From an optimization exercise on the open Yosys and OpenROAD flow, aimed at small area, a short achievable clock period and few clock cycles per item; shortcuts taken in it are not production practice.
Only simulation tests tie the RTL to the original design; equivalence was not proved.
No driver is modelled on the clock port, so clocking that relies on it looks cheaper here than on a real chip.
Power figures rest on the tool's default switching activity, not on a simulated workload.

## flow/design.v (module list and top-level ports; edited modules follow where they fit)
// module csa_fa: 11 lines
// module iq_corr_accum: 2396 lines
module iq_corr_accum
#(
    parameter int LOG2_N = 4
) (
    input  logic               clk,
    input  logic               rst_n,
    input  logic               clr,
    input  logic               s_valid,
    output logic               s_ready,
    input  logic signed [15:0] s_xi,
    input  logic signed [15:0] s_xq,
    input  logic signed [15:0] s_ri,
    input  logic signed [15:0] s_rq,
    output logic               m_valid,
    input  logic               m_ready,
    output logic signed [63:0] m_wi,
    output logic signed [63:0] m_wq,
    output iq_corr_pkg::slot_state_t o_dbg_slot
);
  // ...
==> flow/flow/run.sh <==
#!/bin/bash
# The standard layout (standard.sh), except that the port buffers placed before global placement
# are plain buffers (buf_2) instead of the delay cells buffer_ports picks by default, which the
# repair steps then cannot resize. Every make step's full output goes to flow.log here.
set -euo pipefail
export BUFFER_PORTS_ARGS="-buffer_cell sky130_fd_sc_hd__buf_2"
bash standard.sh finish > flow.log 2>&1
==> flow/standard.sh <==
#!/bin/bash
# synth_recipe.tcl (not shown) runs the flow's synth.tcl, then flattens the netlist and writes it again
# the make line also repeats each setting of config.mk as NAME=value (left out here)
make -C /OpenROAD-flow-scripts/flow DESIGN_CONFIG=/design/flow/config.mk WORK_HOME=/design/flow/orfs CLKGATE_MAP_FILE= SYNTH_SCRIPT=/design/flow/synth_recipe.tcl "${@:-finish}"
==> flow/config.mk <==
export PLATFORM = sky130hd
export DESIGN_NAME = iq_corr_accum
export DESIGN_NICKNAME = iq_corr_accum
export VERILOG_FILES = /design/flow/design.v
export SDC_FILE = /design/flow/constraint.sdc
export NUM_CORES = 4
export LEC_CHECK = 0
export ABC_CLOCK_PERIOD_IN_PS = 4200
export CAP_MARGIN = 20
export CORE_MARGIN = 2
export CORE_UTILIZATION = 40
export CTS_BUF_LIST = sky130_fd_sc_hd__clkbuf_4 sky130_fd_sc_hd__clkbuf_8
export SETUP_SLACK_MARGIN = 4.3
export SLEW_MARGIN = 20
export SYNTH_HIERARCHICAL = 1
export SYNTH_MINIMUM_KEEP_SIZE = 0
==> flow/constraint.sdc <==
create_clock -name core_clock -period 8.5 [get_ports {clk}]
set_input_delay 1.7000 -clock core_clock [delete_from_list [all_inputs] [get_ports {clk}]]
set_output_delay 1.7000 -clock core_clock [all_outputs]
set_load 0.01 [all_outputs]
==> summary.md, run 1 <==
| Metric | Value |
|---|---|
| Status | timing/DRC/antenna clean |
| Top cells by area, synth | fa_1, dfxtp_1, xnor2_1, a22oi_1, edfxtp_1 |
| Largest delay share family, worst path | adder cells |
| Complex-gate fraction of the synthesized area | 13.1% |
| Worst setup EP type | flop |
| TritonCTS Buffers | 60 |
| Fin. Hold Viols | 0 |
| Most frequent cells in the layout | fa_1, xnor2_1, a22oi_1, buf_2, dfxtp_1 |
| Global route overflow | 0 |
| Dpl ws | 3.68 ns |
| Post-Route M1 WL | 45400 um |
| Chip width | 296 um |
| Critical Path RT | 9.04 ns |
| Average vias per placed instance | 5.81 |
| Placed cells | 4033 |
| First-pass GRT wire length | 161000 um |
| FF+latch count, synth | 318 |
| Synthesis Warnings | 7 |
| Global Route met3 Usage | 6.25% |
| Register area share after synthesis | 20.9% |
| Synth Area per Inst | 11.5 um^2 |
| Crit-path most repeated cell | fa_1 |
| Drt drc | 0 |
| Top FF cell, synth | dfxtp_1 |
| R2R setup slack | 4.36 ns |
| Worst reg-to-reg path cell count | 9 |
| WP data arrival | 4.68 ns |
| Leak | 14.1 nW |
| WL per Instance | 27.5 um |
Testbench counts, summed over its fixed seeds: cycles 3,090, items 3,072.
==> run 2: changes to the inputs <==
--- a/flow/design.v
+++ b/flow/design.v
@@ -29,16 +29,26 @@
     input  logic b,
     input  logic c,
     output logic s,
     output logic co
 );
     assign s  = a ^ b ^ c;
     assign co = (a & b) | (a & c) | (b & c);
 endmodule
+module csa_ha
+(
+    input  logic a,
+    input  logic b,
+    output logic s,
+    output logic co
+);
+    assign s  = a ^ b;
+    assign co = a & b;
+endmodule
 module iq_corr_accum
 #(
     parameter int LOG2_N = 4
 ) (
     input  logic               clk,
     input  logic               rst_n,
     input  logic               clr,
     input  logic               s_valid,
@@ -1026,21 +1036,27 @@
     csa_fa u_ti_w600 (.a(ti_w593), .b(ti_w598), .c(ti_w595), .s(ti_w600), .co(ti_w601));
     wire ti_w602, ti_w603;
     csa_fa u_ti_w602 (.a(ti_as[32]), .b(ti_w9), .c(ti_w599), .s(ti_w602), .co(ti_w603));
     wire ti_w604, ti_w605;
     csa_fa u_ti_w604 (.a(ti_ac[33]), .b(ti_as[33]), .c(ti_w10), .s(ti_w604), .co(ti_w605));
     wire ti_w606, ti_w607;
     csa_fa u_ti_w606 (.a(ti_ac[34]), .b(ti_as[34]), .c(ti_w11), .s(ti_w606), .co(ti_w607));
     wire ti_w608, ti_w609;
-    csa_fa u_ti_w608 (.a(ti_ac[35]), .b(ti_as[35]), .c(ti_w12), .s(ti_w608), .co(ti_w609));
+    csa_ha u_ti_w608 (.a(ti_w605), .b(ti_w606), .s(ti_w608), .co(ti_w609));
     wire ti_w610, ti_w611;
-    csa_fa u_ti_w610 (.a(ti_ac[36]), .b(ti_as[36]), .c(ti_w13), .s(ti_w610), .co(ti_w611));
-    assign ti_ns = {ti_w609, ti_w607, ti_w605, ti_w603, ti_w601, ti_w597, ti_w591, ti_w583, ti_w573, ti_w561, ti_w547, ti_w531, ti_w513, ti_w493, ti_w471, ti_w447, ti_w421, ti_w393, ti_w363, ti_w333, ti_w301, ti_w269, ti_w237, ti_w209, ti_w181, ti_w157, ti_w133, ti_w113, ti_w93, ti_w77, ti_w61, ti_w58, ti_w37, ti_w29, ti_w26, ti_w18, ti_w14};
-    assign ti_nc = {ti_w610, ti_w608, ti_w606, ti_w604, ti_w602, ti_w600, ti_w596, ti_w590, ti_w582, ti_w572, ti_w560, ti_w546, ti_w530, ti_w512, ti_w492, ti_w470, ti_w446, ti_w420, ti_w392, ti_w362, ti_w332, ti_w300, ti_w268, ti_w236, ti_w208, ti_w180, ti_w156, ti_w132, ti_w112, ti_w92, ti_w76, ti_w60, ti_w48, ti_w36, ti_w28, ti_w20, ti_w16};
+    csa_fa u_ti_w610 (.a(ti_ac[35]), .b(ti_as[35]), .c(ti_w12), .s(ti_w610), .co(ti_w611));
+    wire ti_w612, ti_w613;
+    csa_fa u_ti_w612 (.a(ti_w607), .b(ti_w610), .c(ti_w609), .s(ti_w612), .co(ti_w613));
+    wire ti_w614, ti_w615;
+    csa_fa u_ti_w614 (.a(ti_ac[36]), .b(ti_as[36]), .c(ti_w13), .s(ti_w614), .co(ti_w615));
+    wire ti_w616, ti_w617;
+    csa_fa u_ti_w616 (.a(ti_w611), .b(ti_w614), .c(ti_w613), .s(ti_w616), .co(ti_w617));
+    assign ti_ns = {ti_w616, ti_w612, ti_w608, ti_w603, ti_w601, ti_w597, ti_w591, ti_w583, ti_w573, ti_w561, ti_w547, ti_w531, ti_w513, ti_w493, ti_w471, ti_w447, ti_w421, ti_w393, ti_w363, ti_w333, ti_w301, ti_w269, ti_w237, ti_w209, ti_w181, ti_w157, ti_w133, ti_w113, ti_w93, ti_w77, ti_w61, ti_w58, ti_w37, ti_w29, ti_w26, ti_w18, ti_w14};
+    assign ti_nc = {1'b0, 1'b0, 1'b0, ti_w604, ti_w602, ti_w600, ti_w596, ti_w590, ti_w582, ti_w572, ti_w560, ti_w546, ti_w530, ti_w512, ti_w492, ti_w470, ti_w446, ti_w420, ti_w392, ti_w362, ti_w332, ti_w300, ti_w268, ti_w236, ti_w208, ti_w180, ti_w156, ti_w132, ti_w112, ti_w92, ti_w76, ti_w60, ti_w48, ti_w36, ti_w28, ti_w20, ti_w16};
     wire tq_xqri_p0_0 = ((r_ri_one[0] & xqe[0]) | (r_ri_two[0] & 1'b0)) ^ r_ri_neg[0];
     wire tq_xqri_p0_1 = ((r_ri_one[0] & xqe[1]) | (r_ri_two[0] & xqe[0])) ^ r_ri_neg[0];
     wire tq_xqri_p0_2 = ((r_ri_one[0] & xqe[2]) | (r_ri_two[0] & xqe[1])) ^ r_ri_neg[0];
     wire tq_xqri_p0_3 = ((r_ri_one[0] & xqe[3]) | (r_ri_two[0] & xqe[2])) ^ r_ri_neg[0];
     wire tq_xqri_p0_4 = ((r_ri_one[0] & xqe[4]) | (r_ri_two[0] & xqe[3])) ^ r_ri_neg[0];
     wire tq_xqri_p0_5 = ((r_ri_one[0] & xqe[5]) | (r_ri_two[0] & xqe[4])) ^ r_ri_neg[0];
     wire tq_xqri_p0_6 = ((r_ri_one[0] & xqe[6]) | (r_ri_two[0] & xqe[5])) ^ r_ri_neg[0];
     wire tq_xqri_p0_7 = ((r_ri_one[0] & xqe[7]) | (r_ri_two[0] & xqe[6])) ^ r_ri_neg[0];
@@ -1929,21 +1945,27 @@
     csa_fa u_tq_w600 (.a(tq_w593), .b(tq_w598), .c(tq_w595), .s(tq_w600), .co(tq_w601));
     wire tq_w602, tq_w603;
     csa_fa u_tq_w602 (.a(tq_as[32]), .b(tq_w9), .c(tq_w599), .s(tq_w602), .co(tq_w603));
     wire tq_w604, tq_w605;
     csa_fa u_tq_w604 (.a(tq_ac[33]), .b(tq_as[33]), .c(tq_w10), .s(tq_w604), .co(tq_w605));
     wire tq_w606, tq_w607;
     csa_fa u_tq_w606 (.a(tq_ac[34]), .b(tq_as[34]), .c(tq_w11), .s(tq_w606), .co(tq_w607));
     wire tq_w608, tq_w609;
-    csa_fa u_tq_w608 (.a(tq_ac[35]), .b(tq_as[35]), .c(tq_w12), .s(tq_w608), .co(tq_w609));
+    csa_ha u_tq_w608 (.a(tq_w605), .b(tq_w606), .s(tq_w608), .co(tq_w609));
     wire tq_w610, tq_w611;
-    csa_fa u_tq_w610 (.a(tq_ac[36]), .b(tq_as[36]), .c(tq_w13), .s(tq_w610), .co(tq_w611));
-    assign tq_ns = {tq_w609, tq_w607, tq_w605, tq_w603, tq_w601, tq_w597, tq_w591, tq_w583, tq_w573, tq_w561, tq_w547, tq_w531, tq_w513, tq_w493, tq_w471, tq_w447, tq_w421, tq_w393, tq_w363, tq_w333, tq_w301, tq_w269, tq_w237, tq_w209, tq_w181, tq_w157, tq_w133, tq_w113, tq_w93, tq_w77, tq_w61, tq_w58, tq_w37, tq_w29, tq_w26, tq_w18, tq_w14};
-    assign tq_nc = {tq_w610, tq_w608, tq_w606, tq_w604, tq_w602, tq_w600, tq_w596, tq_w590, tq_w582, tq_w572, tq_w560, tq_w546, tq_w530, tq_w512, tq_w492, tq_w470, tq_w446, tq_w420, tq_w392, tq_w362, tq_w332, tq_w300, tq_w268, tq_w236, tq_w208, tq_w180, tq_w156, tq_w132, tq_w112, tq_w92, tq_w76, tq_w60, tq_w48, tq_w36, tq_w28, tq_w20, tq_w16};
+    csa_fa u_tq_w610 (.a(tq_ac[35]), .b(tq_as[35]), .c(tq_w12), .s(tq_w610), .co(tq_w611));
+    wire tq_w612, tq_w613;
+    csa_fa u_tq_w612 (.a(tq_w607), .b(tq_w610), .c(tq_w609), .s(tq_w612), .co(tq_w613));
+    wire tq_w614, tq_w615;
+    csa_fa u_tq_w614 (.a(tq_ac[36]), .b(tq_as[36]), .c(tq_w13), .s(tq_w614), .co(tq_w615));
+    wire tq_w616, tq_w617;
+    csa_fa u_tq_w616 (.a(tq_w611), .b(tq_w614), .c(tq_w613), .s(tq_w616), .co(tq_w617));
+    assign tq_ns = {tq_w616, tq_w612, tq_w608, tq_w603, tq_w601, tq_w597, tq_w591, tq_w583, tq_w573, tq_w561, tq_w547, tq_w531, tq_w513, tq_w493, tq_w471, tq_w447, tq_w421, tq_w393, tq_w363, tq_w333, tq_w301, tq_w269, tq_w237, tq_w209, tq_w181, tq_w157, tq_w133, tq_w113, tq_w93, tq_w77, tq_w61, tq_w58, tq_w37, tq_w29, tq_w26, tq_w18, tq_w14};
+    assign tq_nc = {1'b0, 1'b0, 1'b0, tq_w604, tq_w602, tq_w600, tq_w596, tq_w590, tq_w582, tq_w572, tq_w560, tq_w546, tq_w530, tq_w512, tq_w492, tq_w470, tq_w446, tq_w420, tq_w392, tq_w362, tq_w332, tq_w300, tq_w268, tq_w236, tq_w208, tq_w180, tq_w156, tq_w132, tq_w112, tq_w92, tq_w76, tq_w60, tq_w48, tq_w36, tq_w28, tq_w20, tq_w16};
     logic [36:0] ai_y;
     wire ai_g0_0 = r_ti_s[0] & r_ti_c[0];
     wire ai_p0_0 = r_ti_s[0] ^ r_ti_c[0];
     wire ai_g0_1 = r_ti_s[1] & r_ti_c[1];
     wire ai_p0_1 = r_ti_s[1] ^ r_ti_c[1];
     wire ai_g0_2 = r_ti_s[2] & r_ti_c[2];
     wire ai_p0_2 = r_ti_s[2] ^ r_ti_c[2];
     wire ai_g0_3 = r_ti_s[3] & r_ti_c[3];
==> flow/flow/run.sh (replaced) <==
#!/bin/bash
# The standard layout (standard.sh) with two changes:
#  - the port buffers are plain buffers (buf_2) instead of the delay cells buffer_ports picks
#    by default, which the repair steps then cannot resize;
#  - after clock tree synthesis, skew.tcl delays the clock of the accumulator and output slot
#    registers (useful skew for the register-to-register multiply-accumulate paths), and timing
#    repair aims at the shorter period only from then on.
# Each step's full output goes to a log file of its own here.
set -euo pipefail
export BUFFER_PORTS_ARGS="-buffer_cell sky130_fd_sc_hd__buf_2"
SETUP_SLACK_MARGIN=0 bash standard.sh cts > flow_to_cts.log 2>&1
R=orfs/results/$FLOW_PLATFORM/iq_corr_accum/base
printf 'read_db %s\nsource flow/skew.tcl\n' "$R/4_cts.odb" > skew_run.tcl
SKEW_DB="$R/4_cts.odb" SKEW_CELLS="sky130_fd_sc_hd__clkdlybuf4s25_1 sky130_fd_sc_hd__clkbuf_8" \
  openroad -no_init -exit skew_run.tcl > skew.log 2>&1
SETUP_SLACK_MARGIN=4.5 bash standard.sh finish > flow_finish.log 2>&1
==> flow/flow/skew.tcl (new file) <==
# Useful skew between registers inside the design: the clock of the carry-save accumulator
# registers (r_ti_*, r_tq_*) and of the output slot (r_wi, r_wq) arrives later than that of the
# stage-1 registers, which gives the multiply-accumulate paths (stage 1 -> accumulator) more
# time. Accumulator -> accumulator and accumulator -> slot paths keep the same clock at both
# ends. On each clock leaf net that reaches these registers, a delay cell followed by a clock
# buffer takes their clock pins. The ports are not involved: no input feeds these registers
# and the slot drives the outputs only later than before.
set cells $::env(SKEW_CELLS)
set db [ord::get_db]
set block [ord::get_db_block]
set groups [dict create]
foreach inst [$block getInsts] {
  if {[regexp {^r_(t[iq]_[sc]|w[iq])\W} [$inst getName]]} {
    set net [[$inst findITerm CLK] getNet]
    dict lappend groups [$net getName] $inst
  }
}
set i 0
dict for {netname insts} $groups {
  set net [$block findNet $netname]
  set x 0; set y 0
  foreach f $insts { set loc [$f getLocation]; incr x [lindex $loc 0]; incr y [lindex $loc 1] }
  set n [llength $insts]
  set prev $net
  set k 0
  foreach cell $cells {
    set buf [odb::dbInst_create $block [$db findMaster $cell] skew_buf_${i}_$k]
    set nn [odb::dbNet_create $block skew_clk_${i}_$k]
    $nn setSigType CLOCK
    [$buf findITerm A] connect $prev
    [$buf findITerm X] connect $nn
    $buf setLocation [expr {$x / $n}] [expr {$y / $n}]
    $buf setPlacementStatus PLACED
    set prev $nn
    incr k
  }
  foreach f $insts { set it [$f findITerm CLK]; $it disconnect; $it connect $prev }
  incr i
}
puts "skew: $i delay chains ($cells)"
global_connect
detailed_placement
check_placement -verbose
write_db $::env(SKEW_DB)
==> flow/config.mk (replaced) <==
export PLATFORM = sky130hd
export DESIGN_NAME = iq_corr_accum
export DESIGN_NICKNAME = iq_corr_accum
export VERILOG_FILES = /design/flow/design.v
export SDC_FILE = /design/flow/constraint.sdc
export NUM_CORES = 4
export LEC_CHECK = 0
export ABC_AREA = 1
export ABC_CLOCK_PERIOD_IN_PS = 4000
export CAP_MARGIN = 20
export CORE_MARGIN = 2
export CORE_UTILIZATION = 40
export SLEW_MARGIN = 20
export SYNTH_HIERARCHICAL = 1
export SYNTH_MINIMUM_KEEP_SIZE = 0
==> summary.md, run 2 <==
| Metric | Value |
|---|---|
| Status | timing/DRC/antenna clean |
| First-pass GRT wire length | 162000 um (+0.51%) |
| Synth top area share | 37.4% |
| Cell Chain, Critical Path | buf_2 -> nor2_1 -> o31ai_1 -> inv_1 -> nor2_4 -> buf_6 |
| FF+latch count, synth | 312 (-1.9%) |
| Crit path buf inv count | 3 |
| Final min period | 4.04 ns |
| Number of synthesized flops with an enable pin | 74 |
| Final Wtd Congestion | 0.947 |
| Worst setup EP type | output pin |
| Number of DRC markers in iteration 0 | 3053 |
| Max Buffers Root-to-Sink | 3 |
| Setup CP Type | in -> out |
| NumNets Final | 4177 |
| TritonCTS Buffers | 37 (-38%) |
| Slew HR | 44.4% |
| Skew-Pair Late Insertion Delay | 0.97 ns |
| Gate count of the mapped netlist | 3263 |
| Drt drc | 0 (unchanged) |
| Register area share after synthesis | 20.6% (-0.25 points) |
| Initial Utilization | 40.5% |
| WL per Instance | 23.8 um (-13%) |
| Clock slew at reported path FFs | 0.06 ns |
| Core Box Area | 84000 um^2 |
| Max stage delay on crit path | 0.18 ns |
| Commonest non-fill, non-tap cell in the layout | fa_1 |
| Synth cell count leaders | fa_1, xor2_1, o22ai_1 |
| Dominant cell type by area after synthesis | fa_1 |
| Number of primary I/O pins | 200 |
| CTS sink count | 312 |
| RSZ-0062 raised after global routing | yes |
| Power density over the cells | 429 nW/um^2 |
| CTS H-Tree Depth | 2 |
| Async set-reset flop share out of synthesis | 2.56% |
| Vias | 25400 |
| Worst Tran Pin Value | 0.830 ns |
| Global route overflow | 0 (unchanged) |
| Final worst setup slack | 4.46 ns |
| Port bufs | 199 |
| Worst Path Max Fanout | 2 |
| Std cell rows | 106 |
| Fin. Hold Viols | 0 (unchanged) |
| Top FF cell, synth | dfxtp_1 |
| Synthesis Warnings | 7 (unchanged) |
| Largest delay share family, worst path | buffers and inverters |
| Dpl ws | 3.42 ns (-0.261 ns) |
| Hold crit path type | reg -> reg |
| Share of layout cells above drive strength 1 | 15.2% |
| Final Skew | 0.430 ns |
| Most common cell in the netlist | fa_1 |
| Final setup fails | 0 |
| CP max stage cell | o31ai_1 |
| DP HPWL | 77200 um |
| Max Cap Violations | 0 |
| Initial antenna violation count | 0 |
| CTS Hold Bufs | 0 |
| Global Route Usage Sum | 24.6% |
| WP data arrival | 2.34 ns (-2.34 ns) |
| Chip width | 296 um (-0.24%) |
| Setup TNS | 0 ns |
| Final Max Tran Viols | 0 |
| Top cells by area, synth | fa_1, xor2_1, dfxtp_1, o22ai_1, edfxtp_1 |
| Peak VDD IR | 0.000308 V |
| DR pass1 iterations | 6 |
| Pin count of the biggest net entering global routing | 76 |
| Mapped Area | 34000 um^2 |
| TritonCTS clock tree | built |
| Syn-to-layout area delta | 11.8% |
| Die H | 296 um |
| Startpoint types | primary input |
| Maximum clock frequency | 0.248 GHz |
| Fill count | 7891 |
| R2R setup slack | 4.55 ns (+0.19 ns) |
| Post-route antenna net violation count | 0 |
| Average vias per placed instance | 5.60 (-3.7%) |
| Leak | 16.8 nW (+19%) |
| Post-synth cell types | 38 |
| Total Wirelength | 108000 um |
| Fin crit share | 47.5% |
| Die area | 87400 um^2 |
| Most frequent cells in the layout | fa_1, xor2_1, o22ai_1, inv_1, dfxtp_1 |
| Vias in the first global route | 26200 |
| Critical Path RT | 6.80 ns (-2.24 ns) |
| Synth Area per Inst | 10.4 um^2 (-8.9%) |
| CTS root buffer | clkbuf_16 |
[run 2: stage by stage]
step / utilization, % / total power [mW] / std cells / area (um^2) / hold slack, ns
after floorplan: - / 11.2 / 3268 / 34100 / 0.354
after global placement: 42.4 / 14.1 / 4357 / 35600 / 0.367
after detailed placement: 42.4 / 14.5 / 4357 / 35600 / 0.375
after CTS: 43.8 / 16.2 / 4425 / 36800 / 0.391
after global routing: 45.3 / 18.6 / 4535 / 38100 / 0.401
final: 45.3 / 16.3 / 4536 / 38100 / 0.385
[run 2: routing by layer]
metal,up-vias,part of all wire [%],track usage (%)
li1,10700,-,-
met1,12600,40,33.6
met2,1774,44,36.4
met3,344,11,6.18
met4,2,5.2,12.2
met5,-,0.14,0
[run 2: kinds of logic (layout without fill, tap and decap cells)]
group           after synthesis  after routing  synth area share (%)
other cells                   1              7                0.0110
mux                           1              1                0.0294
compound gates              555            555                  10.1
buf+inv                     670            803                  8.29
flops                       312            312                  20.6
simple gates                408            408                  4.94
xor+xnor                    580            580                  14.9
fa+ha+maj                   736            736                  41.1
[run 2: layout make-up]
| type | instances | area, um^2 | area share [%] |
|---|---|---|---|
| Timing Repair Buffer | 339 | 2120 | 5.57 |
| Clock buffer | 55 | 1100 | 2.88 |
| Clock inverter | 13 | 103 | 0.270 |
| Timing Repair inverter | 2 | 10.0 | 0.0263 |
| Sequential cell | 312 | 7090 | 18.6 |
| Buffer | 52 | 618 | 1.62 |
| Inverter | 342 | 1380 | 3.63 |
| Antenna cell | 1 | 2.50 | 0.00658 |
| Tap cell | 1134 | 1420 | 3.73 |
| Multi-Input combinational cell | 2286 | 24200 | 63.6 |
[run 2: final timing paths]
check                            start    endpoint  cells past startpoint
max reg2reg                r_ri_neg[5]  r_ti_c[13]                      9
min in group asynchronous        rst_n     r_last1                      1
max                            m_ready     s_ready                      6
min                            r_last1      r_done                      0
max in group asynchronous        rst_n    r_first1                      1
min reg2reg                    r_last1      r_done                      0
[run 2: timing repair]
action / CTS / global route
endpoints found under the setup margin: 0 / 76
resized for setup: 0 / 67
buffers inserted: 0 / 56
[run 2: power by group]
| part | total (mW) | leakage (nW) | switching [mW] | internal [mW] |
|---|---|---|---|---|
| clock network | 2.10 | 0.867 | 0.776 | 1.32 |
| registers | 2.86 | 2.71 | 0.329 | 2.53 |
| logic | 11.4 | 13.2 | 6.21 | 5.17 |
[run 2: modules after synthesis (local to each module, per instance)]
module         copies in the design  cells
iq_corr_accum                     1   2659
csa_fa                          602      1
csa_ha                            2      1
Testbench counts of run 2, summed over its fixed seeds: cycles 3,090, items 3,072.

==> what the ideal ports hide <==
In the flow no input, the clock included, has a driving cell. The finished layouts below were timed again as built, in two steps. Step 1, drivers: a clkbuf_16 drives clk and a buf_2 each remaining input, both assumed. Step 2, shift: input delay + t, output delay - t, t = (earliest + latest rising clock arrival at the registers) / 2. This alone moves slack from input paths to output paths. Three values: ideal, step 1, step 2; two values: the first two.
run | t, ns | setup WS [ns] | hold slack, ns | clock arrival spread, ns
run 1 | 0.754 | 4.356 / 4.356 / 4.356 | 0.403 / 0.403 / 0.403 | 0.080 / 0.080
run 2 | 0.829 | 4.463 / 4.443 / 4.443 | 0.385 / 0.385 / 0.385 | 0.430 / 0.430
In run 2 the clock reaches the registers at very different times; t lies between them, and the last value is a rough guide only. For run 2, which loses most, drivers alone change the setup slack by -0.020 ns; drivers and shift together by -0.020 ns.
